Background: an optimization exercise with open tools, aiming at small area, a short achievable clock period and few clock cycles per item. Do not read the settings as production practice.
Where RTL was checked, it was by simulation tests only, not by an equivalence proof against the original.
The RTL of runs 3 to 7 was laid out without a check of its function.

$ cat design/flow/flow/run.sh
#!/bin/bash
# standard layout, with plain buffers on the ports
set -euo pipefail
bash standard.sh BUFFER_PORTS_ARGS="-buffer_cell sky130_fd_sc_hd__buf_2" finish > standard.log 2>&1
$ cat design/flow/standard.sh
#!/bin/bash
# synth_recipe.tcl (not shown) runs the flow's synth.tcl, then flattens the netlist and writes it again
# the make line also repeats each setting of config.mk as NAME=value (left out here)
make -C /OpenROAD-flow-scripts/flow DESIGN_CONFIG=/design/flow/config.mk WORK_HOME=/design/flow/orfs CLKGATE_MAP_FILE= SYNTH_SCRIPT=/design/flow/synth_recipe.tcl "${@:-finish}"
$ cat design/flow/config.mk
export PLATFORM = sky130hd
export DESIGN_NAME = comp_mult_top
export DESIGN_NICKNAME = comp_mult_top
export VERILOG_FILES = /design/flow/design.v
export SDC_FILE = /design/flow/constraint.sdc
export NUM_CORES = 4
export LEC_CHECK = 0
export CAP_MARGIN = 20
export CORE_MARGIN = 2
export CORE_UTILIZATION = 55
export CTS_BUF_LIST = sky130_fd_sc_hd__clkbuf_16
export CTS_CLUSTER_DIAMETER = 150
export CTS_CLUSTER_SIZE = 24
export SETUP_SLACK_MARGIN = 4.0
export SLEW_MARGIN = 20
$ cat design/flow/constraint.sdc
create_clock -name core_clock -period 6.5 [get_ports {clk}]
set_input_delay 1.3000 -clock core_clock [delete_from_list [all_inputs] [get_ports {clk}]]
set_output_delay 1.3000 -clock core_clock [all_outputs]
set_load 0.01 [all_outputs]
$ cat design/flow/design.v
`timescale 1ns/1ps
package cmul_types_pkg;
    localparam int ELEM_W    = 8;    
    localparam int RES_W     = 18;   
    localparam int RES_BYTES = 3;    
    localparam int ADDR_W    = 16;   
    localparam int REG_W     = 16;   
    typedef logic signed [ELEM_W-1:0] elem_t;       
    typedef logic signed [RES_W-1:0]  res_t;        
    typedef logic [ADDR_W-1:0]        addr_t;       
    typedef logic [REG_W-1:0]         reg_t;        
    typedef logic [2:0]               byte_cnt_t;   
endpackage
`timescale 1ns/1ps
package cmul_regmap_pkg;
    typedef enum logic [2:0] {
        OFS_OP1    = 3'd0,   
        OFS_OP2    = 3'd1,   
        OFS_RES    = 3'd2,   
        OFS_NUM_OP = 3'd3,   
        OFS_START  = 3'd4,   
        OFS_STATUS = 3'd5,   
        OFS_STATE  = 3'd6    
    } reg_offset_e;
    localparam int STS_DONE_BIT = 0;
    typedef enum logic [1:0] {
        ST_IDLE   = 2'd0,
        ST_RD_OPS = 2'd1,   
        ST_WORK   = 2'd2,   
        ST_WR_RES = 2'd3    
    } ctrl_state_e;
    localparam int OP_RD_BYTES  = 4;   
    localparam int RES_WR_BYTES = 6;   
    localparam int OP_STRIDE    = 2;   
    localparam int RES_STRIDE   = 6;   
endpackage
`timescale 1ns/1ps
module comp_mult_top
#(
    parameter logic [15:0] APB_BASE = '0   
) (
    input  logic        clk,
    input  logic        rst_n,
    input  logic [15:0] paddr,
    input  logic        pwrite,
    input  logic [15:0] pwdata,
    input  logic        psel,
    output logic        pready,
    output logic [15:0] prdata,
    output logic        pslverr,
    output logic        mem_ce,
    output logic        mem_we,
    output logic [15:0] mem_addr,
    output logic [7:0]  mem_wr_data,
    input  logic [7:0]  mem_rd_data
);
    logic [15:0] ofs_full;
    logic [2:0]  ofs;
    logic        in_range;
    logic        acc_ok;
    logic        wr_en;
    logic [15:0] num;        
    logic        num_ok;     
    logic        busy;       
    logic        done;
    logic        rd_q;       
    assign ofs_full = paddr - APB_BASE;
    assign in_range = (ofs_full[15:3] == 13'd0);
    assign ofs      = ofs_full[2:0];
    always_comb begin
        case (ofs)
            3'd0, 3'd1, 3'd2, 3'd3, 3'd4: acc_ok = pwrite;
            3'd5:                         acc_ok = 1'b1;
            3'd6:                         acc_ok = ~pwrite;
            default:                      acc_ok = 1'b0;
        endcase
    end
    assign wr_en = psel & pwrite & in_range & acc_ok;
    logic [15:0] wdat;
    logic        w_op1, w_op2, w_res, w_num, w_start, w_clr;
    always_ff @(posedge clk) begin
        wdat    <= pwdata;
        w_op1   <= wr_en & (ofs == 3'd0);
        w_op2   <= wr_en & (ofs == 3'd1);
        w_res   <= wr_en & (ofs == 3'd2);
        w_start <= wr_en & (ofs == 3'd4) & pwdata[0];
        w_clr   <= wr_en & (ofs == 3'd5) & ~pwdata[0];
    end
    always_ff @(posedge clk or negedge rst_n) begin
        if (!rst_n)
            w_num <= 1'b0;
        else
            w_num <= wr_en & (ofs == 3'd3);
    end
    logic num_nz;
    logic go;
    assign num_nz = (num != 16'd0);
    assign go     = w_start & ~busy & num_ok & num_nz;
    assign pready = 1'b1;
    assign prdata = {15'd0, rd_q};
    always_ff @(posedge clk) begin
        rd_q <= ofs[1] ? busy : (done & ~w_clr);
    end
    logic [4:0]  jc;
    logic [9:0]  s;          
    logic        lastf;      
    logic        f0;         
    logic        fend;
    logic        fin;
    assign s[0] = ~jc[4] & ~jc[0];
    assign s[1] =  jc[0] & ~jc[1];
    assign s[2] =  jc[1] & ~jc[2];
    assign s[3] =  jc[2] & ~jc[3];
    assign s[4] =  jc[3] & ~jc[4];
    assign s[5] =  jc[4] &  jc[0];
    assign s[6] = ~jc[0] &  jc[1];
    assign s[7] = ~jc[1] &  jc[2];
    assign s[8] = ~jc[2] &  jc[3];
    assign s[9] = ~jc[3] &  jc[4];
    assign fend = lastf ? s[6] : s[9];
    assign fin  = busy & lastf & fend;
    logic       o_ce, o_we;
    logic       rd_n;
    logic [5:0] wb_n;
    logic       wr_n;
    assign rd_n = go | (busy & ~lastf & (s[0] | s[1] | s[2] | (s[9] & num_nz)));
    assign wb_n = {6{busy}} & (lastf ? s[5:0] : ({6{~f0}} & s[8:3]));
    assign wr_n = |wb_n;
    always_ff @(posedge clk or negedge rst_n) begin
        if (!rst_n) begin
            o_ce <= 1'b0;
            o_we <= 1'b0;
        end else begin
            o_ce <= rd_n | wr_n;
            o_we <= wr_n;
        end
    end
    assign mem_ce = o_ce;
    assign mem_we = o_we;
    logic [15:0] cur_ptr, nx1_ptr, nx2_ptr;
    logic [15:0] nxt;
    logic        rot;
    assign nxt = cur_ptr + {15'd0, o_ce};
    assign rot = busy & ~lastf & (s[1] | s[3] | (s[9] & num_nz));
    assign mem_addr = cur_ptr;
    always_ff @(posedge clk) begin
        if (w_op1)
            cur_ptr <= wdat;
        else if (busy)
            cur_ptr <= rot ? nx1_ptr : nxt;
        if (w_op2)
            nx1_ptr <= wdat;
        else if (rot)
            nx1_ptr <= nx2_ptr;
        if (w_res)
            nx2_ptr <= wdat;
        else if (rot)
            nx2_ptr <= nxt;
        if (w_num)
            num <= wdat;
        else if (busy & ~lastf & s[3])
            num <= num - 16'd1;
    end
    always_ff @(posedge clk) begin
        if (go) begin
            jc    <= 5'd0;
            f0    <= 1'b1;
            lastf <= 1'b0;
        end else if (fend) begin
            jc    <= 5'd0;
            f0    <= 1'b0;
            lastf <= ~num_nz;
        end else begin
            jc    <= {jc[3:0], ~jc[4]};
        end
    end
    always_ff @(posedge clk or negedge rst_n) begin
        if (!rst_n) begin
            num_ok  <= 1'b0;
            busy    <= 1'b0;
            done    <= 1'b0;
            pslverr <= 1'b0;
        end else begin
            pslverr <= psel & ~(in_range & acc_ok);
            if (w_num)
                num_ok <= 1'b1;
            if (go)
                busy <= 1'b1;
            else if (fin)
                busy <= 1'b0;
            if (fin)
                done <= 1'b1;
            else if (w_clr)
                done <= 1'b0;
        end
    end
    logic signed [7:0]  opa;    
    logic signed [7:0]  opb;    
    logic signed [7:0]  opc;    
    logic signed [7:0]  opd;    
    logic signed [11:0] prod;   
    logic               p_hi;   
    logic signed [16:0] xr;     
    logic signed [16:0] yr;
    always_ff @(posedge clk) begin
        if (s[1]) opa <= mem_rd_data;
        if (s[2]) opb <= mem_rd_data;
        if (s[3]) opc <= mem_rd_data;
        if (s[4]) opd <= mem_rd_data;
    end
    logic [7:0] mcand;
    logic [1:0] bneg, bone, btwo;
    logic       acc_x, acc_y, acc_first;   
    logic       nx_d, nx_hi, nx_neg;
    logic [7:0] nx_src;
    logic [3:0] nx_nib;
    logic       nx_m1;
    logic [2:0] trip0, trip1;
    assign nx_d   = s[6] | s[7] | s[0] | s[1];
    assign nx_hi  = s[5] | s[7] | s[9] | s[1];
    assign nx_neg = s[0] | s[1];
    assign nx_src = nx_d ? opd : opc;
    assign nx_nib = nx_hi ? nx_src[7:4] : nx_src[3:0];
    assign nx_m1  = nx_hi & nx_src[3];
    assign trip0  = {nx_nib[1:0], nx_m1};
    assign trip1  = nx_nib[3:1];
    always_ff @(posedge clk) begin
        mcand     <= (s[4] | s[5] | s[0] | s[1]) ? opb : opa;
        bone[0]   <= trip0[1] ^ trip0[0];
        btwo[0]   <= (trip0[2] & ~trip0[1] & ~trip0[0]) | (~trip0[2] & trip0[1] & trip0[0]);
        bneg[0]   <= (trip0[2] & ~(trip0[1] & trip0[0])) ^ nx_neg;
        bone[1]   <= trip1[1] ^ trip1[0];
        btwo[1]   <= (trip1[2] & ~trip1[1] & ~trip1[0]) | (~trip1[2] & trip1[1] & trip1[0]);
        bneg[1]   <= (trip1[2] & ~(trip1[1] & trip1[0])) ^ nx_neg;
        p_hi      <= s[6] | s[8] | s[0] | s[2];
        acc_y     <= s[5] | s[6] | s[7] | s[8];                     
        acc_x     <= s[9] | s[0] | s[1] | s[2];                     
        acc_first <= s[5] | s[9];                                   
    end
    logic [8:0]  pm0, pm1, px0, px1;
    logic [11:0] row0, row1, row2;
    assign pm0  = bone[0] ? {mcand[7], mcand} : (btwo[0] ? {mcand, 1'b0} : 9'd0);
    assign pm1  = bone[1] ? {mcand[7], mcand} : (btwo[1] ? {mcand, 1'b0} : 9'd0);
    assign px0  = pm0 ^ {9{bneg[0]}};
    assign px1  = pm1 ^ {9{bneg[1]}};
    assign row0 = {{3{px0[8]}}, px0};
    assign row1 = {px1[8], px1, 1'b0, bneg[0]};
    assign row2 = {9'd0, bneg[1], 2'b00};
    logic signed [16:0] acc_in;
    logic signed [16:0] p_ext;
    logic signed [16:0] sum;
    assign acc_in = acc_first ? 17'sd0 : (acc_y ? yr : xr);
    assign p_ext  = p_hi ? {prod[11], prod, 4'd0} : {{5{prod[11]}}, prod};
    assign sum    = acc_in + p_ext;
    always_ff @(posedge clk) begin
        prod <= row0 + row1 + row2;
        if (acc_y) yr <= sum;
        if (acc_x) xr <= sum;
    end
    logic [7:0] wd_q;
    always_ff @(posedge clk) begin
        wd_q <= ({8{wb_n[0]}} & yr[7:0])
              | ({8{wb_n[1]}} & yr[15:8])
              | ({8{wb_n[2]}} & {6'd0, yr[16], yr[16]})
              | ({8{wb_n[3]}} & (lastf ? sum[7:0] : xr[7:0]))
              | ({8{wb_n[4]}} & xr[15:8])
              | ({8{wb_n[5]}} & {6'd0, xr[16], xr[16]});
    end
    assign mem_wr_data = wd_q;
endmodule
==> metrics.cfg, run 1 <==
[clocking]
path_clk_slew_ps = 100
clock_latency_ps = 470
cts_tree = yes
cts_sinks = 204
clock_path_buffers = 3
htreeDepth = 1
cts_buffers = 12
cts_root_buffer = clkbuf_16
postCtsHoldBufs = 0

[critical_path]
arrival_ps = 2860
crit_top_cell = o21a_1
crit_buf_inv = 2
worstPathRequired_ps = 6770
cp_max_fo = 7
slowest_delay_ps = 420
path_delay_family = compound AO/OA/AOI/OAI gates
critPathKind = reg2reg
cp-start-kind = register
crit_chain = mux2i_1 -> nor2_1 -> ha_2 -> inv_2 -> fa_2 -> nor2b_1 -> o21a_1 -> o211a_1 -> buf_6 -> o21ba_4 -> o21a_1 -> o211ai_1
endpoint_kind = register
slowest_stage = dfxtp_4

[floorplanning]
ios = 88
coreArea_um2 = 18100
dieArea_um2 = 19700
die_h_um = 140
start_util_pct = 56.4
placementRows = 49
die_width_um = 140

[logic_synthesis]
synthTopCellsByArea = edfxtp_1 38%, dfxtp_1 13%, mux2_2 5.3%
ys_seq_area_share_pct = 53.1
synth_top_area_share_pct = 38.3
ys_warn_count = 1
netlist_instances = 885
synthArstFlopShare_pct = 3.43
synth_flop_cell = edfxtp_1
ys_types = 72
avgSynthCellArea_um2 = 11.5
syn_area_um2 = 10200
ys_ff_latch = 204
synth_top_cell_by_area = edfxtp_1
synth_edf_count = 130

[grt]
grt_usage_pct = 23.2
grt_pass1_vias = 7044
antenna_found_initial = 2
grt_pass1_wl_mm = 36.3
grt_max_degree = 35
grt_overflow_total = 0

[timing]
setup_viol = 0
timing.final.crit_share_pct = 39.9
relSlewSlack_pct = 36.6
min_period_ps = 2590
maxSlewViolCount = 0
hold_viol_final = 0
rsz0062_at_grt = yes
fin_skew_ps = 19.2
worst_slew_pin_slew_ps = 950
clock.fmax_ghz = 0.386
tns_ps = 0

[placed_design]
dp.final_hpwl_mm = 16.3
routabilityCongestion = 0.865
portBuffers = 71

[route]
first_pass_iters = 22
vias_per_cell = 5.82
postRouteAntennaNets = 0
drt-initial-drc-count = 457
drc = 0
wl_per_cell_um = 19.1
drt_wl_total_mm = 23.1
dr_total_vias = 7038

[layout]
syn2layout_area_growth_pct = 14.2
fin_nets = 1060
drive_above_1_share_pct = 24.1
n_fill_cell = 1421

[worst_hold_path]
min_path_type = reg2reg

[run]
maxCapViolations = 0

[outcome]
status = complete, no violations

-- routing by layer --
metal | share of wire [%] | up-vias | track usage (%)
met5 | 0.056 | - | 0
li1 | - | 3401 | -
met3 | 3.8 | 44 | 2.84
met1 | 44 | 3406 | 30.6
met4 | 2.2 | 2 | 6.96
met2 | 50 | 185 | 40.3
-- area by class of cell --
| cell class | instances | area, um2 | share of cell area [%] |
|---|---|---|---|
| flip-flops and latches | 204 | 5450 | 46.8 |
| multi-input cells | 620 | 4750 | 40.7 |
| repair buffers | 109 | 698 | 5.99 |
| clock buffers | 13 | 325 | 2.79 |
| well taps | 229 | 287 | 2.46 |
| inverters | 27 | 101 | 0.870 |
| clock inverters | 7 | 38.8 | 0.333 |
| diodes | 1 | 2.50 | 0.0215 |
-- cell usage after synthesis, types with 18 or more instances --
cell type	count
a21oi_1	18
inv_1	25
ha_1	41
mux2_2	48
clkbuf_1	24
nand2_1	85
dfxtp_1	67
nor2_1	50
o21ai_0	38
xnor2_1	44
o21ai_1	21
mux2i_1	50
edfxtp_1	130
xor2_1	20
-- flip-flops by register name, indices dropped and copies added (netlist names), 2 cells and up --
name     flops
xr          17
yr          17
wd_q         8
jc           5
prod        12
bone         2
opd          8
wdat        16
opc          8
cur_ptr     16
nx2_ptr     16
nx1_ptr     16
bneg         2
num         16
mcand        8
btwo         2
opa          8
opb          8
-- cell families (layout without fill, tap and decap cells) --
| group | count (synthesis) | count (layout) | synth area share [%] |
|---|---|---|---|
| and+or+nand+nor | 241 | 241 | 11.6 |
| DFF | 204 | 204 | 53.1 |
| AOI/OAI and AO/OA | 159 | 159 | 10.6 |
| muxes | 98 | 98 | 10.2 |
| buffers and inverters | 75 | 156 | 3.67 |
| xor gates and xnor gates | 64 | 64 | 5.50 |
| adders and majority gates | 42 | 42 | 5.23 |
| other | 2 | 17 | 0.0736 |
-- cell usage in the layout, fill, tap and decap left out, drive strengths merged, types with 7 or more instances in the layout --
master	Yosys	layout
dfrtp	7	7
clkbuf	24	14
a21oi	18	18
mux2i	50	50
nand3	13	13
o21ai	59	59
inv	27	33
dfxtp	67	67
a22oi	9	9
nand4	10	10
nor3	18	18
a222oi	8	8
and2	9	9
nand2b	13	13
xor2	20	20
mux2	48	48
a21o	14	14
buf	24	108
nor2b	11	11
xnor2	44	44
conb	2	16
nor2	50	50
ha	41	41
nand2	85	85
edfxtp	130	130
nor4	8	8
-- per-stage QoR --
stage	util [%]	hold WS (ps)	worst slack, ps	cells	cell area, um2
2_1_floorplan	-	437	3770	899	10400
3_3_place_gp	59.2	451	3570	1153	10700
3_5_place_dp	59.2	450	3500	1153	10700
4_1_cts	62.8	476	3900	1195	11400
5_1_grt	64.4	501	3800	1209	11600
6_report	64.4	475	3910	1210	11600
-- worst paths after layout --
path	slack, ps	end	from	cells past startpoint
setup / recovery	3910	xr[10]	acc_y	12
hold / removal	470	num_ok	num_ok	1
setup reg to reg	3910	xr[10]	acc_y	12
hold reg to reg	470	num_ok	num_ok	1
max in group asynchronous	5700	o_we	rst_n	1
min in group asynchronous	640	w_num	rst_n	1
-- timing repair --
action,in CTS,in global routing
pin swaps,13,11
setup endpoints to repair,83,73
setup buffers,22,12
resized for setup,29,31
gates cloned,0,2
hold endpoints to repair,0,0
Testbench counts, summed over its fixed seeds: cycles 22,748, items 2,070.
==> run 2: changes to the inputs <==
--- a/design/flow/config.mk
+++ b/design/flow/config.mk
@@ -8,5 +8,5 @@
 export CAP_MARGIN = 20
 export CORE_MARGIN = 2
-export CORE_UTILIZATION = 55
+export CORE_UTILIZATION = 40
 export CTS_BUF_LIST = sky130_fd_sc_hd__clkbuf_16
 export CTS_CLUSTER_DIAMETER = 150
==> metrics.cfg, run 2 <==
[clocking]
clock_path_buffers = 3  ; unchanged
cts_tree = yes
clock_latency_ps = 480  ; about the same
cts_root_buffer = clkbuf_16
postCtsHoldBufs = 0  ; unchanged
htreeDepth = 1  ; unchanged
cts_buffers = 12  ; unchanged
path_clk_slew_ps = 90  ; about the same
cts_sinks = 204  ; unchanged

[floorplanning]
placementRows = 58  ; +18%
coreArea_um2 = 25100  ; +39%
die_width_um = 164  ; +17%
ios = 88  ; unchanged
start_util_pct = 40.6  ; -16 points
dieArea_um2 = 26800  ; +36%
die_h_um = 164  ; +17%

[logic_synthesis]
synth_flop_cell = edfxtp_1
synth_fa_ha_area_share_pct = 5.23  ; unchanged
synth_edf_count = 130  ; unchanged
ys_ff_latch = 204  ; unchanged
ys_warn_count = 1  ; unchanged
ys_seq_area_share_pct = 53.1  ; unchanged
avgSynthCellArea_um2 = 11.5  ; unchanged
synth_xor_area_share_pct = 5.50  ; unchanged
synthTopCellsByArea = edfxtp_1 38%, dfxtp_1 13%, mux2_2 5.3%
synthTopCellsByCount = 130 x edfxtp_1, 85 x nand2_1, 67 x dfxtp_1
synth-compound-area-share_pct = 10.6  ; unchanged
synthArstFlopShare_pct = 3.43  ; unchanged
synth_top_area_share_pct = 38.3  ; unchanged
ys_types = 72  ; unchanged
synth_top_family_by_area = simple AND/OR/NAND/NOR gates
synth_top_cell_by_area = edfxtp_1
yosys.area_share.simple_pct = 11.6  ; unchanged
synthMuxAreaShare_pct = 10.2  ; unchanged
yosysMostFrequentCell = edfxtp_1
syn_area_um2 = 10200  ; unchanged
netlist_instances = 885  ; unchanged

[critical_path]
crit_path_end = xr[14]
critPathKind = reg2reg
cp-start-kind = register
rr_startpoint = acc_y
endpoint_kind = register
crit_start = acc_y
r2r_cells = 11  ; -1
cp_max_fo = 5  ; -2
arrival_ps = 2820  ; -40 ps
worstPathRequired_ps = 6780  ; about the same
r2r_setup_slack_ps = 3970  ; +60 ps
timing.rr.end = xr[14]

[timing]
timing.final.crit_share_pct = 39.0  ; -0.91 points
worst_slew_pin_slew_ps = 963  ; +13.1 ps
clock.fmax_ghz = 0.395  ; +2.3%
relSlewSlack_pct = 35.7  ; -0.87 points
rsz0062_at_grt = yes
maxSlewViolCount = 0  ; unchanged
tns_ps = 0  ; unchanged
worst_slack_ps = 3970  ; +59.4 ps
hold_viol_final = 0  ; unchanged
min_period_ps = 2530  ; -59.4 ps
fin_skew_ps = 19.5  ; +0.294 ps
setup_viol = 0  ; unchanged

[layout]
final_cell_mix = 130 x edfxtp_1, 85 x nand2_1, 71 x buf_2
antenna_cells = 0  ; -1
fin_nets = 1067  ; +0.66%
reg_top3 = xr x17, yr x17
drive_above_1_share_pct = 26.0  ; +2.0 points
syn2layout_area_growth_pct = 16.5
n_fill_cell = 2323  ; +63%
final_common_cell = edfxtp_1
final_util_pct = 47.3  ; -17 points

[route]
dr_total_vias = 6811  ; -3.2%
drc = 0  ; unchanged
wl_per_cell_um = 17.1  ; -10%
drt_wl_total_mm = 22.6  ; -2.4%
drt-initial-drc-count = 383  ; -16%
postRouteAntennaNets = 0  ; unchanged
first_pass_iters = 8  ; -64%
vias_per_cell = 5.17  ; -11%

[placed_design]
portBuffers = 71  ; unchanged
pre_cts_ws_ps = 3500  ; -4.22 ps
dp.final_hpwl_mm = 15.4  ; -5.3%
routabilityCongestion = 0.812  ; -6.1%

[grt]
antenna_found_initial = 0  ; -2
grt_pass1_vias = 6652  ; -5.6%
grt_pass1_wl_mm = 35.0  ; -3.7%
grt_max_degree = 35  ; unchanged
grt_usage_pct = 16.4  ; -6.7 points
grt_overflow_total = 0  ; unchanged

[worst_hold_path]
min_path_type = reg2reg

[outcome]
status = complete, no violations

[run]
maxCapViolations = 0  ; unchanged

run 2: cell counts after synthesis:
Identical to the previous run, type by type.
run 2: layout make-up:
class                      instances  area (um2)  area share (%)
tap                              330         413            3.47
sequential                       204        5450            45.9
multi-input combinational        620        4810            40.5
clock buffer                      12         300            2.53
clock inverter                     8        55.1           0.463
inverter                          27         101           0.853
timing repair buffer             116         751            6.32
run 2: repair_timing:
item	4_1_cts	5_1_grt
buffers inserted	23	16
endpoints found under the hold margin	0	0
resized for setup	50	29
pin swaps	13	30
setup endpoints to repair	77	70
gates cloned	0	2
run 2: how the worst min path moves through the flow:
stage / start / end / slack [ps] / depth (start not counted)
global route: opa[3] / mcand[3] / 490 / 1
detailed placement: num_ok / num_ok / 450 / 1
CTS: opa[3] / mcand[3] / 480 / 1
global placement: opa[2] / mcand[2] / 450 / 1
finish: opa[3] / mcand[3] / 480 / 1
floorplan: num_ok / num_ok / 440 / 1
run 2: routing by layer:
metal | wire length, um | share of wire [%] | vias to the layer above | track usage, %
li1 | - | - | 3398 | -
met1 | 10000 | 44 | 3287 | 21.6
met2 | 11500 | 51 | 106 | 29.1
met3 | 720 | 3.2 | 20 | 2.08
met4 | 331 | 1.5 | 0 | 3.27
met5 | 0 | 0 | - | 0
run 2: critical path: stages, from the launching register on:
cell and delay (ps):
dfxtp_4 390, mux2i_1 120, nor2_1 100, ha_2 200, inv_2 40, fa_2 340
nor2b_1 140, o21a_1 160, o211a_4 210, nor4_4 60, o311a_1 360, a311oi_2 230
run 2: metrics by stage:
| step | cell area [um2] | hold WS (ps) | instances |
|---|---|---|---|
| after floorplan | 10400 | 437 | 899 |
| after global placement | 10800 | 452 | 1256 |
| after detailed placement | 10800 | 450 | 1256 |
| after CTS | 11600 | 478 | 1299 |
| after global routing | 11900 | 489 | 1317 |
| final | 11900 | 477 | 1317 |
run 2: kinds of logic after synthesis:
group                      count (synthesis)
AOI/OAI and AO/OA                        159
other                                      2
buffers and inverters                     75
muxes                                     98
adders and majority gates                 42
DFF                                      204
xor gates and xnor gates                  64
and+or+nand+nor                          241
==> run 3: changes to the inputs <==
--- a/design/flow/design.v
+++ b/design/flow/design.v
@@ -141,20 +141,11 @@
     logic [15:0] nxt;
     logic        rot;
-    assign nxt = cur_ptr + {15'd0, o_ce};
+    assign nxt = (busy ? cur_ptr : wdat) + {15'd0, o_ce};
     assign rot = busy & ~lastf & (s[1] | s[3] | (s[9] & num_nz));
     assign mem_addr = cur_ptr;
     always_ff @(posedge clk) begin
-        if (w_op1)
-            cur_ptr <= wdat;
-        else if (busy)
-            cur_ptr <= rot ? nx1_ptr : nxt;
-        if (w_op2)
-            nx1_ptr <= wdat;
-        else if (rot)
-            nx1_ptr <= nx2_ptr;
-        if (w_res)
-            nx2_ptr <= wdat;
-        else if (rot)
-            nx2_ptr <= nxt;
+        if (busy | w_op1) cur_ptr <= rot ? nx1_ptr : nxt;
+        if (rot | w_op2)  nx1_ptr <= rot ? nx2_ptr : nxt;
+        if (rot | w_res)  nx2_ptr <= nxt;
         if (w_num)
             num <= wdat;
--- a/design/flow/config.mk
+++ b/design/flow/config.mk
@@ -9,7 +9,5 @@
 export CORE_MARGIN = 2
 export CORE_UTILIZATION = 40
-export CTS_BUF_LIST = sky130_fd_sc_hd__clkbuf_16
-export CTS_CLUSTER_DIAMETER = 150
-export CTS_CLUSTER_SIZE = 24
+export CTS_BUF_LIST = sky130_fd_sc_hd__clkbuf_8
 export SETUP_SLACK_MARGIN = 4.0
 export SLEW_MARGIN = 20
==> metrics.cfg, run 3 <==
[outcome]
status = complete, no violations

[placed_design]
routabilityCongestion = 0.830  ; +2.1%
pre_cts_ws_ps = 3500  ; +1.57 ps
dp.final_hpwl_mm = 15.1  ; -1.7%
portBuffers = 71  ; unchanged

[grt]
grt_pass1_wl_mm = 36.0  ; +2.8%
grt_overflow_total = 0  ; unchanged
antenna_found_initial = 1  ; +1
grt_max_degree = 50  ; +43%
grt_usage_pct = 16.8  ; +0.33 points
grt_pass1_vias = 7068  ; +6.3%

[logic_synthesis]
synth_flop_cell = edfxtp_1
ys_warn_count = 1  ; unchanged
synth_edf_count = 130  ; unchanged
ys_seq_area_share_pct = 52.3  ; -0.87 points
avgSynthCellArea_um2 = 11.3  ; -1.7%
synth_top_area_share_pct = 37.6  ; -0.63 points
yosysMostFrequentCell = edfxtp_1
ys_ff_latch = 204  ; unchanged
ys_types = 82  ; +14%
syn_area_um2 = 10400  ; +1.7%
synthTopCellsByCount = 130 x edfxtp_1, 77 x nand2_1, 67 x dfxtp_1
synth_top_cell_by_area = edfxtp_1
synthTopCellsByArea = edfxtp_1 38%, dfxtp_1 13%, ha_1 4.9%
netlist_instances = 915  ; +3.4%
synthArstFlopShare_pct = 3.43  ; unchanged

[route]
first_pass_iters = 5  ; -3
dr_total_vias = 7284  ; +6.9%
wl_per_cell_um = 16.3  ; -4.9%
vias_per_cell = 5.24  ; +1.4%
drt-initial-drc-count = 497  ; +30%
drt_wl_total_mm = 22.7  ; +0.35%
postRouteAntennaNets = 0  ; unchanged
drc = 0  ; unchanged

[timing]
worst_slew_pin_slew_ps = 966  ; +2.10 ps
setup_viol = 0  ; unchanged
min_period_ps = 2540  ; +5.05 ps
timing.final.crit_share_pct = 39.0  ; +0.078 points
rsz0062_at_grt = yes
relSlewSlack_pct = 35.5  ; -0.18 points
hold_viol_final = 0  ; unchanged
worst_slack_ps = 3960  ; -5.05 ps
tns_ps = 0  ; unchanged
fin_skew_ps = 19.7  ; +0.226 ps
clock.fmax_ghz = 0.394  ; -0.20%
maxSlewViolCount = 0  ; unchanged

[layout]
syn2layout_area_growth_pct = 20.1
final_common_cell = edfxtp_1
antenna_cells = 0  ; unchanged
multiInputGateArea_um2 = 4990  ; +3.8%
drive_above_1_share_pct = 26.6  ; +0.59 points
final_cell_mix = 130 x edfxtp_1, 77 x nand2_1, 71 x buf_2
n_fill_cell = 2283  ; -1.7%
reg_top3 = xr x17, yr x17
fin_nets = 1117  ; +4.7%
seqCellArea_um2 = 5450  ; unchanged

[floorplanning]
dieArea_um2 = 27200  ; +1.6%
die_width_um = 165  ; +0.81%
ios = 88  ; unchanged
start_util_pct = 40.9  ; +0.32 points
coreArea_um2 = 25300  ; +0.87%
placementRows = 58  ; unchanged
die_h_um = 165  ; +0.81%

[clocking]
path_clk_slew_ps = 60  ; -30 ps
htreeDepth = 2  ; +1
cts_root_buffer = clkbuf_8
cts_sinks = 204  ; unchanged
clock_path_buffers = 3  ; unchanged
cts_tree = yes
clock_latency_ps = 520  ; +40 ps
postCtsHoldBufs = 0  ; unchanged
cts_buffers = 37  ; +25

[critical_path]
arrival_ps = 2770  ; -50 ps
cp-start-kind = register
cp_max_fo = 8  ; +3
worstPathRequired_ps = 6730  ; -50 ps
critPathKind = reg2reg
endpoint_kind = register

[worst_hold_path]
min_path_type = reg2reg

[run]
maxCapViolations = 0  ; unchanged

run 3: changes by cell type after synthesis, moves of 10 or more:
cell	previous run	this run
mux2_2	48	25
a21o_1	14	33
clkbuf_1	24	14
o21ai_1	21	2
nor2_1	50	61
nand3_1	13	23
run 3: final cells by class:
type	count	area share (%)
Clock buffer	45	4.97
Sequential cell	204	43.8
Multi-Input combinational cell	649	40.1
Timing Repair Buffer	109	6.13
Inverter	30	0.904
Tap cell	330	3.32
Clock inverter	22	0.774
run 3: path summary, 6_finish.rpt:
| kind | from | to | slack (ps) | depth (start not counted) |
|---|---|---|---|---|
| worst max-delay path | acc_y | yr[9] | 3960 | 8 |
| worst min-delay path | num_ok | num_ok | 460 | 1 |
| worst max register to register | acc_y | yr[9] | 3960 | 8 |
| worst min register to register | num_ok | num_ok | 460 | 1 |
| max in group asynchronous | rst_n | busy | 5710 | 1 |
| min in group asynchronous | rst_n | done | 620 | 1 |
run 3: timing repair:
action,in CTS,in global routing
pin swaps,12,11
endpoints found under the setup margin,94,47
gates resized for setup,45,43
setup buffers,21,13
cloned,3,0
run 3: metrics by stage:
step | hold WS (ps) | cells | utilization, % | cell area (um2)
2_1_floorplan | 429 | 929 | - | 10600
3_3_place_gp | 443 | 1285 | 43.6 | 11000
3_5_place_dp | 449 | 1285 | 43.6 | 11000
4_1_cts | 463 | 1376 | 48.0 | 12100
5_1_grt | 470 | 1389 | 49.2 | 12500
6_report | 458 | 1389 | 49.2 | 12500
run 3: metal layers:
layer | global-route usage, % | wire, um | up-vias
met3 | 3.16 | 1260 | 38
met5 | 0 | 0 | -
met1 | 22.3 | 10300 | 3485
met4 | 5.61 | 531 | 0
li1 | - | - | 3562
met2 | 27.5 | 10600 | 199
run 3: kinds of logic (layout without fill, tap and decap cells):
group                    Yosys count  after routing  synth area share (%)
other                              2             16                0.0724
XOR/XNOR                          62             62                  5.24
multiplexers                      75             75                  7.64
flip-flops                       204            204                  52.3
buffers and inverters             78            206                  3.85
AND/OR/NAND/NOR                  274            276                  13.3
adder cells (fa/ha/maj)           42             42                  5.14
AO/OA/AOI/OAI                    178            178                  12.5
run 3: worst max-delay path, stage by stage (launching register included):
cell	delay [ps]
dfxtp_4	440
buf_12	150
buf_4	120
mux2i_1	280
nor2_1	100
ha_2	470
nor3_1	100
a2111oi_2	420
o311ai_2	170
==> run 4: changes to the inputs <==
==> design/flow/flow/run.sh (replaced) <==
#!/bin/bash
# standard layout, with plain buffers on the ports
set -euo pipefail
bash standard.sh BUFFER_PORTS_ARGS="-buffer_cell sky130_fd_sc_hd__buf_1" finish > standard.log 2>&1
==> metrics.cfg, run 4 <==
[outcome]
status = complete, no violations

[clocking]
cts_sinks = 204  ; unchanged
cts_tree = yes
cts_buffers = 36  ; -2.7%
path_clk_slew_ps = 60  ; about the same
htreeDepth = 2  ; unchanged
cts_root_buffer = clkbuf_8
clock_path_buffers = 3  ; unchanged
clock_latency_ps = 550  ; +30 ps

[route]
drt_wl_total_mm = 23.5  ; +3.7%
dr_total_vias = 7360  ; +1.0%
vias_per_cell = 5.20  ; -0.81%
first_pass_iters = 9  ; +4
wl_per_cell_um = 16.6  ; +1.8%
drt-initial-drc-count = 552  ; +11%
drc = 0  ; unchanged
postRouteAntennaNets = 0  ; unchanged

[placed_design]
routabilityCongestion = 0.838  ; +1.0%
pre_cts_ws_ps = 3500  ; -1.33 ps
placed_cells = 1285  ; unchanged
portBuffers = 71  ; unchanged
dp.final_hpwl_mm = 15.3  ; +1.2%

[critical_path]
endpoint_kind = register
arrival_ps = 2830  ; +60 ps
slowest_stage = dfxtp_4
cp_max_fo = 7  ; -1
worstPathRequired_ps = 6750  ; +20 ps
critPathKind = reg2reg
slowest_delay_ps = 390  ; -80 ps
r2r_setup_slack_ps = 3930  ; -30 ps
crit_chain = buf_6 -> mux2i_1 -> nor2_1 -> ha_2 -> inv_2 -> fa_2 -> nand2b_4 -> a211oi_2 -> o31ai_2 -> a21oi_2 -> nor2_2 -> xnor2_2
cp-start-kind = register

[logic_synthesis]
ys_ff_latch = 204  ; unchanged
synth_top_cell_by_area = edfxtp_1
ys_types = 82  ; unchanged
ys_seq_area_share_pct = 52.3  ; unchanged
ys_warn_count = 1  ; unchanged
synthTopCellsByCount = 130 x edfxtp_1, 77 x nand2_1, 67 x dfxtp_1
synth_flop_cell = edfxtp_1
avgSynthCellArea_um2 = 11.3  ; unchanged
synthTopCellsByArea = edfxtp_1 38%, dfxtp_1 13%, ha_1 4.9%
syn_area_um2 = 10400  ; unchanged
synth_top_area_share_pct = 37.6  ; unchanged
synth_edf_count = 130  ; unchanged
yosysMostFrequentCell = edfxtp_1
synthArstFlopShare_pct = 3.43  ; unchanged
netlist_instances = 915  ; unchanged

[grt]
grt_pass1_vias = 7130  ; +0.88%
grt_max_degree = 49  ; -2.0%
grt_overflow_total = 0  ; unchanged
antenna_found_initial = 0  ; -1
grt_pass1_wl_mm = 36.8  ; +2.3%
grt_usage_pct = 17.2  ; +0.45 points

[timing]
clock.fmax_ghz = 0.389  ; -1.3%
worst_slew_pin_slew_ps = 941  ; -24.6 ps
min_period_ps = 2570  ; +32.7 ps
worst_slack_ps = 3930  ; -32.7 ps
relSlewSlack_pct = 37.1  ; +1.6 points
tns_ps = 0  ; unchanged
timing.final.crit_share_pct = 39.5  ; +0.50 points
setup_viol = 0  ; unchanged
maxSlewViolCount = 0  ; unchanged
whs_ps = 469  ; +10.1 ps
rsz0062_at_grt = yes
hold_viol_final = 0  ; unchanged
fin_skew_ps = 33.4  ; +13.7 ps

[layout]
seqCellArea_um2 = 5450  ; about the same
fin_nets = 1143  ; +2.3%
multiInputGateArea_um2 = 5010  ; +0.40%
final_common_cell = edfxtp_1
syn2layout_area_growth_pct = 21.6
drive_above_1_share_pct = 22.4  ; -4.2 points
reg_top3 = xr x17, yr x17
antenna_cells = 0  ; unchanged
final_cell_mix = 130 x edfxtp_1, 75 x nand2_1, 71 x buf_1
final_util_pct = 49.8  ; +0.62 points
n_fill_cell = 2278  ; -0.22%
final_cells = 1415  ; +1.9%

[floorplanning]
coreArea_um2 = 25300  ; unchanged
dieArea_um2 = 27200  ; unchanged
start_util_pct = 40.9  ; unchanged
die_h_um = 165  ; unchanged
die_width_um = 165  ; unchanged
ios = 88  ; unchanged
placementRows = 58  ; unchanged

[worst_hold_path]
min_path_type = reg2reg

[run]
maxCapViolations = 0  ; unchanged

## run 4: changes by cell type in the layout (fill, tap and decap cells not counted), sizes merged
cell | before | now
clkbuf | 45 | 44
clkinvlp | 2 | 0
inv | 42 | 46
buf | 108 | 134
bufinv | 0 | 1
clkinv | 8 | 6
## run 4: worst max-delay path: cells and delay by family, from the launching register on
family	cells	cell delay [ps]
AOI/OAI and AO/OA	3	560
adders and majority gates	2	540
DFF	1	390
and+or+nand+nor	3	360
buffers and inverters	2	170
xor gates and xnor gates	1	160
muxes	1	110
## run 4: worst paths after layout
check | startpoint | end | depth (start not counted)
min in group asynchronous | rst_n | num_ok | 1
worst min-delay path | num_ok | num_ok | 1
worst max-delay path | acc_y | yr[12] | 12
max in group asynchronous | rst_n | busy | 1
worst max register to register | acc_y | yr[12] | 12
worst min register to register | num_ok | num_ok | 1
## run 4: metrics by stage
| stage | area, um2 |
|---|---|
| floorplan | 10600 |
| finish | 12600 |
| detailed placement | 10900 |
| CTS | 12200 |
| global route | 12600 |
| global placement | 10900 |
## run 4: kinds of logic (layout without fill, tap and decap cells)
logic type	count (synthesis)	after routing	share of synthesized area, %
compound gates	178	178	12.5
fa+ha+maj	42	42	5.14
simple gates	274	276	13.3
mux	75	75	7.64
other cells	2	16	0.0724
xor+xnor	62	62	5.24
buf+inv	78	232	3.85
flops	204	204	52.3
## run 4: metal layers
metal / GRT usage [%] / vias up / share of wire, %
li1: - / 3626 / -
met1: 22.7 / 3476 / 45
met2: 28.2 / 221 / 47
met3: 3.92 / 37 / 5.7
met4: 5.30 / 0 / 1.8
met5: 0 / - / 0
## run 4: final cells by class
| class | count | share of cell area [%] |
|---|---|---|
| clock buffers | 43 | 4.69 |
| clock inverters | 23 | 1.16 |
| inverters | 30 | 0.913 |
| multi-input cells | 649 | 39.8 |
| flip-flops and latches | 204 | 43.3 |
| well taps | 330 | 3.28 |
| repair buffers | 136 | 6.95 |
## run 4: timing repair
item	CTS	global route
setup buffers	39	21
gates cloned	2	2
resized for setup	59	44
setup endpoints to repair	96	92
pin swaps	15	22
hold buffers	0	0
==> run 5: changes to the inputs <==
--- a/design/flow/design.v
+++ b/design/flow/design.v
@@ -79,18 +79,11 @@
     logic [15:0] wdat;
     logic        w_op1, w_op2, w_res, w_num, w_start, w_clr;
-    always_ff @(posedge clk) begin
-        wdat    <= pwdata;
-        w_op1   <= wr_en & (ofs == 3'd0);
-        w_op2   <= wr_en & (ofs == 3'd1);
-        w_res   <= wr_en & (ofs == 3'd2);
-        w_start <= wr_en & (ofs == 3'd4) & pwdata[0];
-        w_clr   <= wr_en & (ofs == 3'd5) & ~pwdata[0];
-    end
-    always_ff @(posedge clk or negedge rst_n) begin
-        if (!rst_n)
-            w_num <= 1'b0;
-        else
-            w_num <= wr_en & (ofs == 3'd3);
-    end
+    assign wdat    = pwdata;
+    assign w_op1   = wr_en & (ofs == 3'd0);
+    assign w_op2   = wr_en & (ofs == 3'd1);
+    assign w_res   = wr_en & (ofs == 3'd2);
+    assign w_num   = wr_en & (ofs == 3'd3);
+    assign w_start = wr_en & (ofs == 3'd4) & pwdata[0];
+    assign w_clr   = wr_en & (ofs == 3'd5) & ~pwdata[0];
     logic num_nz;
     logic go;
@@ -100,5 +93,5 @@
     assign prdata = {15'd0, rd_q};
     always_ff @(posedge clk) begin
-        rd_q <= ofs[1] ? busy : (done & ~w_clr);
+        rd_q <= ofs[1] ? busy : done;
     end
     logic [4:0]  jc;
@@ -141,11 +134,20 @@
     logic [15:0] nxt;
     logic        rot;
-    assign nxt = (busy ? cur_ptr : wdat) + {15'd0, o_ce};
+    assign nxt = cur_ptr + {15'd0, o_ce};
     assign rot = busy & ~lastf & (s[1] | s[3] | (s[9] & num_nz));
     assign mem_addr = cur_ptr;
     always_ff @(posedge clk) begin
-        if (busy | w_op1) cur_ptr <= rot ? nx1_ptr : nxt;
-        if (rot | w_op2)  nx1_ptr <= rot ? nx2_ptr : nxt;
-        if (rot | w_res)  nx2_ptr <= nxt;
+        if (w_op1)
+            cur_ptr <= wdat;
+        else if (busy)
+            cur_ptr <= rot ? nx1_ptr : nxt;
+        if (w_op2)
+            nx1_ptr <= wdat;
+        else if (rot)
+            nx1_ptr <= nx2_ptr;
+        if (w_res)
+            nx2_ptr <= wdat;
+        else if (rot)
+            nx2_ptr <= nxt;
         if (w_num)
             num <= wdat;
==> design/flow/flow/run.sh (replaced) <==
#!/bin/bash
# standard layout, with plain buffers on the ports
set -euo pipefail
bash standard.sh BUFFER_PORTS_ARGS="-buffer_cell sky130_fd_sc_hd__buf_2" finish > standard.log 2>&1
==> metrics.cfg, run 5 <==
[layout]
reg_top3 = xr x17, yr x17
final_util_pct = 52.5  ; +2.7 points
final_cells = 1326  ; -6.3%
drive_above_1_share_pct = 37.1  ; +15 points
antenna_cells = 0  ; unchanged
n_fill_cell = 2043  ; -10%
final_cell_mix = 130 x edfxtp_1, 67 x buf_2, 65 x nor2_1
fin_nets = 1079  ; -5.6%
final_common_cell = edfxtp_1
syn2layout_area_growth_pct = 28.3

[route]
dr_total_vias = 7051  ; -4.2%
wl_per_cell_um = 17.9  ; +7.6%
postRouteAntennaNets = 0  ; unchanged
first_pass_iters = 5  ; -4
drt_wl_total_mm = 23.7  ; +0.80%
drc = 0  ; unchanged
vias_per_cell = 5.32  ; +2.2%
drt-initial-drc-count = 447  ; -19%

[floorplanning]
ios = 88  ; unchanged
coreArea_um2 = 23600  ; -6.8%
dieArea_um2 = 25400  ; -6.7%
die_h_um = 159  ; -3.4%
die_width_um = 159  ; -3.4%
start_util_pct = 40.9  ; about the same
placementRows = 56  ; -3.4%

[grt]
grt_pass1_wl_mm = 36.1  ; -1.8%
grt_max_degree = 35  ; -29%
grt_pass1_vias = 6654  ; -6.7%
antenna_found_initial = 0  ; unchanged
grt_overflow_total = 0  ; unchanged
grt_usage_pct = 18.0  ; +0.75 points

[worst_hold_path]
hold_end = mcand[6]
min_path_type = reg2reg
hold_depth = 1  ; unchanged
worstHoldStart = opa[6]

[clocking]
cts_root_buffer = clkbuf_8
htreeDepth = 4  ; +2
clock_path_buffers = 2  ; -1
cts_buffers = 17  ; -53%
cts_tree = yes
path_clk_slew_ps = 110  ; +50 ps
clock_latency_ps = 470  ; -80 ps
cts_sinks = 182  ; -11%

[critical_path]
crit_buf_inv = 3  ; +1
cp-start-kind = register
r2r_cells = 10  ; -2
crit_top_cell = buf_4
cp.depth = 10  ; -2
slowest_stage = or4_4
timing.rr.end = cur_ptr[11]
path_delay_family = simple AND/OR/NAND/NOR gates
r2r_setup_slack_ps = 3790  ; -140 ps
cp_max_fo = 9  ; +2
arrival_ps = 2940  ; +110 ps
worstPathRequired_ps = 6730  ; -20 ps
critPathKind = reg2reg
endpoint_kind = register
slowest_delay_ps = 450  ; +60 ps
crit_chain = or3_4 -> or4_4 -> nor4_4 -> buf_4 -> nor2_4 -> o31ai_4 -> buf_4 -> buf_12 -> mux2i_4 -> a21oi_2
rr_startpoint = num[6]

[placed_design]
portBuffers = 71  ; unchanged
routabilityCongestion = 0.820  ; -2.1%
placed_cells = 1204  ; -6.3%
dp.final_hpwl_mm = 14.8  ; -3.0%
pre_cts_ws_ps = 2650  ; -854 ps

[timing]
timing.final.crit_share_pct = 41.6  ; +2.1 points
setup_viol = 0  ; unchanged
min_period_ps = 2710  ; +136 ps
maxSlewViolCount = 0  ; unchanged
whs_ps = 484  ; +15.6 ps
worst_slew_pin_slew_ps = 1020  ; +76.5 ps
worst_slack_ps = 3790  ; -136 ps
rsz0062_at_grt = yes
hold_viol_final = 0  ; unchanged
tns_ps = 0  ; unchanged
relSlewSlack_pct = 31.9  ; -5.3 points
fin_skew_ps = 19.3  ; -14.2 ps
clock.fmax_ghz = 0.370  ; -5.0%

[run]
maxCapViolations = 0  ; unchanged

[logic_synthesis]
syn_area_um2 = 9660  ; -6.9%
synthTopCellsByArea = edfxtp_1 40%, dfxtp_1 9.5%, mux2_2 5.7%
netlist_instances = 846  ; -7.5%
ys_seq_area_share_pct = 51.5  ; -0.77 points
synth_top_area_share_pct = 40.4  ; +2.8 points
synth_flop_cell = edfxtp_1
synth_edf_count = 130  ; unchanged
synth_top_cell_by_area = edfxtp_1
ys_warn_count = 1  ; unchanged
avgSynthCellArea_um2 = 11.4  ; +0.74%
synthArstFlopShare_pct = 3.30  ; -0.13 points
synthTopCellsByCount = 130 x edfxtp_1, 82 x nor2_1, 56 x nand2_1
ys_types = 71  ; -13%
yosysMostFrequentCell = edfxtp_1
ys_ff_latch = 182  ; -11%

[outcome]
status = complete, no violations

-- run 5: what timing repair did --
action | CTS | global route
hold buffers | 0 | 0
pin swaps | 51 | 37
resized for setup | 93 | 78
setup buffers | 51 | 28
endpoints found under the setup margin | 172 | 171
cloned | 7 | 4
-- run 5: worst max-delay path by stage --
stage | start | endpoint | slack (ps)
2_1_floorplan | paddr[3] | nx2_ptr[10] | 3310
3_3_place_gp | paddr[3] | nx1_ptr[13] | 2650
3_5_place_dp | paddr[3] | nx1_ptr[15] | 2650
4_1_cts | num[6] | cur_ptr[4] | 3820
5_1_grt | num[6] | cur_ptr[4] | 3690
6_report | num[6] | cur_ptr[11] | 3790
-- run 5: cell families after synthesis --
family	after synthesis	share of synthesized area, %
flip-flops	182	51.5
AO/OA/AOI/OAI	153	10.5
AND/OR/NAND/NOR	243	12.4
buffers and inverters	65	3.72
XOR/XNOR	66	5.98
other	2	0.0777
multiplexers	94	10.4
adder cells (fa/ha/maj)	41	5.39
-- run 5: layout make-up --
cell class              instances  area [um2]  area share (%)
multi-input cells             619        5270            42.5
well taps                     319         399            3.22
flip-flops and latches        182        5000            40.4
clock buffers                  17         234            1.89
repair buffers                160        1310            10.5
inverters                      14        52.6           0.424
clock inverters                15         136            1.10
-- run 5: layer usage --
metal	vias to the layer above	global-route usage, %	routed length, um
met5	-	0	0
met1	3426	25.6	11200
met2	195	28.3	11100
met3	23	3.67	1110
li1	3407	-	-
met4	0	4.09	293
-- run 5: through the flow --
step	area (um2)
after floorplan	10000
after global placement	10400
after detailed placement	10400
after CTS	11700
after global routing	12400
final	12400
==> run 6: changes to the inputs <==
--- a/design/flow/design.v
+++ b/design/flow/design.v
@@ -78,20 +78,27 @@
     assign wr_en = psel & pwrite & in_range & acc_ok;
     logic [15:0] wdat;
-    logic        w_op1, w_op2, w_res, w_num, w_start, w_clr;
-    assign wdat    = pwdata;
-    assign w_op1   = wr_en & (ofs == 3'd0);
-    assign w_op2   = wr_en & (ofs == 3'd1);
-    assign w_res   = wr_en & (ofs == 3'd2);
-    assign w_num   = wr_en & (ofs == 3'd3);
-    assign w_start = wr_en & (ofs == 3'd4) & pwdata[0];
-    assign w_clr   = wr_en & (ofs == 3'd5) & ~pwdata[0];
+    logic        w_op1, w_op2, w_res, w_num, w_clr;
+    always_ff @(posedge clk) begin
+        wdat    <= pwdata;
+        w_op1   <= wr_en & (ofs == 3'd0);
+        w_op2   <= wr_en & (ofs == 3'd1);
+        w_res   <= wr_en & (ofs == 3'd2);
+        w_clr   <= wr_en & (ofs == 3'd5) & ~pwdata[0];
+    end
+    always_ff @(posedge clk or negedge rst_n) begin
+        if (!rst_n)
+            w_num <= 1'b0;
+        else
+            w_num <= wr_en & (ofs == 3'd3);
+    end
     logic num_nz;
     logic go;
     assign num_nz = (num != 16'd0);
-    assign go     = w_start & ~busy & num_ok & num_nz;
+    assign go     = wr_en & (ofs == 3'd4) & pwdata[0] & ~busy
+                  & (w_num ? (wdat != 16'd0) : (num_ok & num_nz));
     assign pready = 1'b1;
     assign prdata = {15'd0, rd_q};
     always_ff @(posedge clk) begin
-        rd_q <= ofs[1] ? busy : done;
+        rd_q <= ofs[1] ? busy : (done & ~w_clr);
     end
     logic [4:0]  jc;
@@ -160,4 +167,6 @@
             f0    <= 1'b1;
             lastf <= 1'b0;
+        end else if (f0 & s[3]) begin
+            jc    <= 5'b11111;                                      
         end else if (fend) begin
             jc    <= 5'd0;
@@ -200,5 +209,5 @@
         if (s[2]) opb <= mem_rd_data;
         if (s[3]) opc <= mem_rd_data;
-        if (s[4]) opd <= mem_rd_data;
+        if (s[4] | (f0 & s[5])) opd <= mem_rd_data;
     end
     logic [7:0] mcand;
@@ -213,5 +222,5 @@
     assign nx_hi  = s[5] | s[7] | s[9] | s[1];
     assign nx_neg = s[0] | s[1];
-    assign nx_src = nx_d ? opd : opc;
+    assign nx_src = (f0 & s[3]) ? mem_rd_data : (nx_d ? opd : opc);   
     assign nx_nib = nx_hi ? nx_src[7:4] : nx_src[3:0];
     assign nx_m1  = nx_hi & nx_src[3];
@@ -219,5 +228,5 @@
     assign trip1  = nx_nib[3:1];
     always_ff @(posedge clk) begin
-        mcand     <= (s[4] | s[5] | s[0] | s[1]) ? opb : opa;
+        mcand     <= (s[4] | s[5] | s[0] | s[1] | (f0 & s[3])) ? opb : opa;
         bone[0]   <= trip0[1] ^ trip0[0];
         btwo[0]   <= (trip0[2] & ~trip0[1] & ~trip0[0]) | (~trip0[2] & trip0[1] & trip0[0]);
--- a/design/flow/config.mk
+++ b/design/flow/config.mk
@@ -9,5 +9,7 @@
 export CORE_MARGIN = 2
 export CORE_UTILIZATION = 40
-export CTS_BUF_LIST = sky130_fd_sc_hd__clkbuf_8
+export CTS_BUF_LIST = sky130_fd_sc_hd__clkbuf_16
+export CTS_CLUSTER_DIAMETER = 150
+export CTS_CLUSTER_SIZE = 24
 export SETUP_SLACK_MARGIN = 4.0
 export SLEW_MARGIN = 20
==> metrics.cfg, run 6 <==
[critical_path]
path_delay_family = simple AND/OR/NAND/NOR gates
cp-start-kind = register
slowest_stage = edfxtp_1
critPathKind = reg2reg
crit_chain = inv_1 -> ha_2 -> or3b_4 -> or4_4 -> o41a_1 -> o31ai_4 -> buf_6 -> buf_12 -> buf_16 -> mux2i_1 -> o21ai_1
arrival_ps = 3180  ; +240 ps
cp_max_fo = 5  ; -4
crit_buf_inv = 4  ; +1
slowest_delay_ps = 430  ; -20 ps
endpoint_kind = register
worstPathRequired_ps = 6730  ; about the same

[run]
maxCapViolations = 0  ; unchanged

[logic_synthesis]
synthMuxAreaShare_pct = 9.96  ; -0.41 points
yosysMostFrequentCell = edfxtp_1
syn_area_um2 = 10400  ; +7.5%
synth_top_cell_by_area = edfxtp_1
ys_types = 66  ; -7.0%
synth_top_area_share_pct = 37.6  ; -2.8 points
ys_warn_count = 1  ; unchanged
netlist_instances = 933  ; +10%
synthTopCellsByArea = edfxtp_1 38%, dfxtp_1 13%, mux2_2 5.3%
synth_fa_ha_area_share_pct = 5.01  ; -0.38 points
ys_seq_area_share_pct = 52.0  ; +0.50 points
synthArstFlopShare_pct = 3.45  ; +0.15 points
ys_ff_latch = 203  ; +12%
synth_flop_cell = edfxtp_1
synth-compound-area-share_pct = 11.2  ; +0.67 points
synthTopCellsByCount = 130 x edfxtp_1, 90 x nand2_1, 66 x dfxtp_1
synth_top_family_by_area = simple AND/OR/NAND/NOR gates
avgSynthCellArea_um2 = 11.1  ; -2.5%
synth_xor_area_share_pct = 5.48  ; -0.50 points
synth_edf_count = 130  ; unchanged
yosys.area_share.simple_pct = 12.5  ; +0.12 points

[floorplanning]
ios = 88  ; unchanged
coreArea_um2 = 25300  ; +7.3%
die_width_um = 165  ; +3.6%
die_h_um = 165  ; +3.6%
start_util_pct = 41.0  ; +0.097 points
placementRows = 58  ; +3.6%
dieArea_um2 = 27300  ; +7.3%

[timing]
worst_slack_ps = 3550  ; -244 ps
worst_slew_pin_slew_ps = 1020  ; -2.05 ps
relSlewSlack_pct = 32.3  ; +0.45 points
setup_viol = 0  ; unchanged
whs_ps = 478  ; -6.24 ps
hold_viol_final = 0  ; unchanged
maxSlewViolCount = 0  ; unchanged
timing.final.crit_share_pct = 45.4  ; +3.8 points
rsz0062_at_grt = yes
fin_skew_ps = 26.8  ; +7.48 ps
min_period_ps = 2950  ; +244 ps
tns_ps = 0  ; unchanged
clock.fmax_ghz = 0.339  ; -8.3%

[placed_design]
dp.final_hpwl_mm = 16.1  ; +8.3%
portBuffers = 71  ; unchanged
routabilityCongestion = 0.824  ; +0.44%
pre_cts_ws_ps = 3400  ; +757 ps

[clocking]
cts_buffers = 12  ; -5
cts_root_buffer = clkbuf_16
cts_sinks = 203  ; +12%
path_clk_slew_ps = 100  ; about the same
cts_tree = yes
htreeDepth = 1  ; -3
clock_latency_ps = 490  ; +20 ps
clock_path_buffers = 3  ; +1
postCtsHoldBufs = 0  ; unchanged

[layout]
multiInputGateArea_um2 = 5160  ; -2.0%
fin_nets = 1121  ; +3.9%
final_common_cell = edfxtp_1
antenna_cells = 0  ; unchanged
drive_above_1_share_pct = 29.3  ; -7.9 points
final_cell_mix = 130 x edfxtp_1, 88 x nand2_1, 71 x buf_2
syn2layout_area_growth_pct = 19.5
reg_top3 = xr x17, yr x17
seqCellArea_um2 = 5450  ; +8.9%
n_fill_cell = 2272  ; +11%

[route]
dr_total_vias = 7324  ; +3.9%
drc = 0  ; unchanged
wl_per_cell_um = 17.6  ; -1.6%
first_pass_iters = 6  ; +1
postRouteAntennaNets = 0  ; unchanged
drt_wl_total_mm = 24.1  ; +1.8%
drt-initial-drc-count = 495  ; +11%
vias_per_cell = 5.34  ; +0.39%

[grt]
antenna_found_initial = 1  ; +1
grt_usage_pct = 17.6  ; -0.34 points
grt_overflow_total = 0  ; unchanged
grt_pass1_vias = 7280  ; +9.4%
grt_pass1_wl_mm = 38.0  ; +5.2%
grt_max_degree = 37  ; +5.7%

[worst_hold_path]
min_path_type = reg2reg

[outcome]
status = complete, no violations

==> run 6: path summary, 6_finish.rpt <==
check                           cells after the start  slack [ps]  startpoint           to
worst max-delay path                               11        3550      num[0]  cur_ptr[13]
worst min-delay path                                1         480      num_ok       num_ok
worst max register to register                     11        3550      num[0]  cur_ptr[13]
worst min register to register                      1         480      num_ok       num_ok
max in group asynchronous                           1        5680       rst_n         busy
min in group asynchronous                           1         660       rst_n      pslverr
==> run 6: cells by family (layout without fill, tap and decap cells) <==
| group | Yosys count | after routing |
|---|---|---|
| flops | 203 | 203 |
| fa+ha+maj | 41 | 41 |
| buf+inv | 79 | 172 |
| simple gates | 270 | 272 |
| mux | 96 | 96 |
| compound gates | 177 | 177 |
| other cells | 2 | 16 |
| xor+xnor | 65 | 65 |
==> run 6: stage by stage <==
stage	utilization [%]	instance area, um2	std cells
after detailed placement	43.7	11100	1294
after global placement	43.7	11100	1294
after CTS	47.5	12000	1353
after global routing	49.0	12400	1372
after floorplan	-	10700	947
final	49.0	12400	1372
==> run 6: cell type report <==
class / count / share of cell area, %
clock buffer: 13 / 2.62
sequential: 203 / 43.9
inverter: 21 / 0.635
timing repair buffer: 131 / 7.65
multi-input combinational: 667 / 41.6
clock inverter: 7 / 0.312
tap: 330 / 3.33
==> run 6: routing by layer <==
layer | track usage (%) | wire, um | vias up
met1 | 23.3 | 10700 | 3543
met5 | 0 | 0 | -
met2 | 30.7 | 12000 | 141
met4 | 5.14 | 627 | 0
li1 | - | - | 3609
met3 | 1.82 | 844 | 31
==> run 6: timing repair <==
action / in CTS / in global routing
resized for setup: 54 / 65
cloned: 4 / 0
endpoints found under the setup margin: 99 / 91
pin swaps: 16 / 27
buffers inserted: 35 / 19
==> run 7: changes to the inputs <==
--- a/design/flow/config.mk
+++ b/design/flow/config.mk
@@ -12,4 +12,4 @@
 export CTS_CLUSTER_DIAMETER = 150
 export CTS_CLUSTER_SIZE = 24
-export SETUP_SLACK_MARGIN = 4.0
+export SETUP_SLACK_MARGIN = 4.15
 export SLEW_MARGIN = 20
==> metrics.cfg, run 7 <==
[outcome]
status = complete, no violations

[route]
postRouteAntennaNets = 0  ; unchanged
drt-initial-drc-count = 515  ; +4.0%
wl_per_cell_um = 17.6  ; +0.29%
dr_total_vias = 7504  ; +2.5%
vias_per_cell = 5.35  ; +0.27%
drt_wl_total_mm = 24.7  ; +2.5%
drc = 0  ; unchanged

[floorplanning]
ios = 88  ; unchanged
placementRows = 58  ; unchanged
coreArea_um2 = 25300  ; unchanged
dieArea_um2 = 27300  ; unchanged
die_h_um = 165  ; unchanged
die_width_um = 165  ; unchanged

[critical_path]
path_delay_family = simple AND/OR/NAND/NOR gates
crit_buf_inv = 3  ; -1
slowest_stage = or4_4
crit_chain = inv_1 -> ha_2 -> or3b_4 -> or4_4 -> o41a_1 -> o31ai_4 -> buf_4 -> buf_16 -> mux2i_1 -> o21ai_1
cp_max_fo = 9  ; +4
rr_startpoint = num[1]
r2r_setup_slack_ps = 3570  ; +20 ps
worstPathRequired_ps = 6720  ; about the same
endpoint_kind = register
timing.rr.end = cur_ptr[8]
cp-start-kind = register

[layout]
multiInputGateArea_um2 = 5380  ; +4.3%
final_cell_mix = 130 x edfxtp_1, 88 x nand2_1, 72 x buf_4
final_common_cell = edfxtp_1
reg_top3 = xr x17, yr x17
fin_area_um2 = 12900  ; +3.9%

[clocking]
cts_sinks = 203  ; unchanged
postCtsHoldBufs = 0  ; unchanged
clock_latency_ps = 480  ; about the same
clock_path_buffers = 3  ; unchanged
cts_buffers = 12  ; unchanged
cts_tree = yes
htreeDepth = 1  ; unchanged

[timing]
clock.fmax_ghz = 0.342  ; +0.83%
worst_slew_pin_slew_ps = 1070  ; +54.4 ps
maxSlewViolCount = 0  ; unchanged
tns_ps = 0  ; unchanged
min_period_ps = 2930  ; -24.2 ps
rsz0062_at_grt = yes
timing.final.crit_share_pct = 45.0  ; -0.37 points
fin_skew_ps = 21.7  ; -5.06 ps
hold_viol_final = 0  ; unchanged

[logic_synthesis]
syn_area_um2 = 10400  ; unchanged
yosysMostFrequentCell = edfxtp_1
ys_seq_area_share_pct = 52.0  ; unchanged
avgSynthCellArea_um2 = 11.1  ; unchanged
ys_ff_latch = 203  ; unchanged
synthTopCellsByCount = 130 x edfxtp_1, 90 x nand2_1, 66 x dfxtp_1
ys_warn_count = 1  ; unchanged
synthArstFlopShare_pct = 3.45  ; unchanged
synthTopCellsByArea = edfxtp_1 38%, dfxtp_1 13%, mux2_2 5.3%
synth_top_cell_by_area = edfxtp_1
synth_top_area_share_pct = 37.6  ; unchanged
synth_edf_count = 130  ; unchanged
ys_types = 66  ; unchanged

[placed_design]
portBuffers = 71  ; unchanged
routabilityCongestion = 0.824  ; about the same
dp.final_hpwl_mm = 16.1  ; +0.14%

[grt]
grt_pass1_vias = 7241  ; -0.54%
grt_usage_pct = 17.5  ; -0.080 points
grt_max_degree = 37  ; unchanged
antenna_found_initial = 0  ; -1
grt_pass1_wl_mm = 37.9  ; -0.40%

[worst_hold_path]
worstHoldStart = opa[3]

[run]
maxCapViolations = 0  ; unchanged

## run 7: cell counts after synthesis
No cell type changed its count.
## run 7: worst max-delay path by stage
| stage | cells after the start | to | slack (ps) |
|---|---|---|---|
| CTS | 10 | cur_ptr[10] | 3590 |
| global placement | 9 | cur_ptr[9] | 3440 |
| detailed placement | 9 | cur_ptr[13] | 3340 |
| floorplan | 11 | cur_ptr[11] | 3560 |
| finish | 10 | cur_ptr[8] | 3570 |
| global route | 10 | cur_ptr[5] | 3460 |
## run 7: worst register-to-register path, cell delays in order (launching register included)
cell,delay [ps]
edfxtp_1,420
inv_1,80
ha_2,190
or3b_4,390
or4_4,430
o41a_1,370
o31ai_4,200
buf_4,170
buf_16,150
mux2i_1,210
o21ai_1,70
## run 7: area by class of cell
type | instances | area share, %
clock buffer | 13 | 2.52
inverter | 21 | 0.611
multi-input combinational | 665 | 41.8
clock inverter | 7 | 0.301
tap | 330 | 3.20
sequential | 203 | 42.3
timing repair buffer | 163 | 9.32
## run 7: per-stage QoR
| step | worst slack (ps) | instances | util, % | hold slack [ps] |
|---|---|---|---|---|
| after CTS | 3590 | 1371 | 48.3 | 472 |
| after floorplan | 3560 | 947 | - | 438 |
| after detailed placement | 3340 | 1293 | 43.9 | 453 |
| final | 3570 | 1402 | 50.9 | 466 |
| after global placement | 3440 | 1293 | 43.9 | 452 |
| after global routing | 3460 | 1402 | 50.9 | 491 |
## run 7: kinds of logic (layout without fill, tap and decap cells)
| logic type | Yosys count | count (layout) | synth area share, % |
|---|---|---|---|
| adders and majority gates | 41 | 41 | 5.01 |
| other | 2 | 16 | 0.0723 |
| and+or+nand+nor | 270 | 270 | 12.5 |
| DFF | 203 | 203 | 52.0 |
| muxes | 96 | 96 | 9.96 |
| AOI/OAI and AO/OA | 177 | 177 | 11.2 |
| buffers and inverters | 79 | 204 | 3.72 |
| xor gates and xnor gates | 65 | 65 | 5.48 |
## run 7: metal layers
layer,track usage (%),routed length [um],vias up
li1,-,-,3670
met1,22.5,10700,3614
met2,30.8,12300,178
met3,2.30,1020,42
met4,5.45,700,0
met5,0,0,-
## run 7: repair_timing
action                                  in CTS  in global routing
buffers inserted                            57                 30
gates cloned                                 1                  1
pin swaps                                   24                 57
endpoints found under the setup margin     127                120
resized for setup                           69                 89

[static timing again, ports no longer ideal]
Ports are ideal in the flow. The routed layouts listed here were re-timed in OpenROAD.
Step 1 sets driving cells, clkbuf_16 on the clock port and buf_2 on the other inputs (assumed; they add their load-dependent delay and slew).
Step 2 adds t to the input delays and takes it off the output delays; t is the mean of the earliest and latest rising clock arrival at the registers after step 1. Input paths then give back, and output paths get back, about the clock's delay inside the block.
Slacks: ideal / step 1 / step 2; pairs: ideal / step 1.
| run | t, ns | setup slack, ns | worst data-port slew with drivers (ns) | cell pins on the clock port's net |
|---|---|---|---|---|
| run 1 | 0.498 | 3.908 / 3.908 / 3.686 | 0.07 | 1 |
| run 2 | 0.516 | 3.968 / 3.968 / 3.772 | 0.04 | 1 |
| run 3 | 0.554 | 3.963 / 3.963 / 3.781 | 0.05 | 1 |
| run 4 | 0.569 | 3.930 / 3.930 / 3.831 | 0.05 | 1 |
| run 5 | 0.508 | 3.794 / 3.794 / 3.323 | 0.10 | 1 |
| run 6 | 0.522 | 3.550 / 3.550 / 3.550 | 0.03 | 1 |
| run 7 | 0.515 | 3.574 / 3.574 / 3.574 | 0.06 | 1 |
After both steps every run listed still meets setup and hold. For run 5, which loses most, drivers alone change the setup slack by 0.000 ns; drivers and shift together by -0.471 ns.
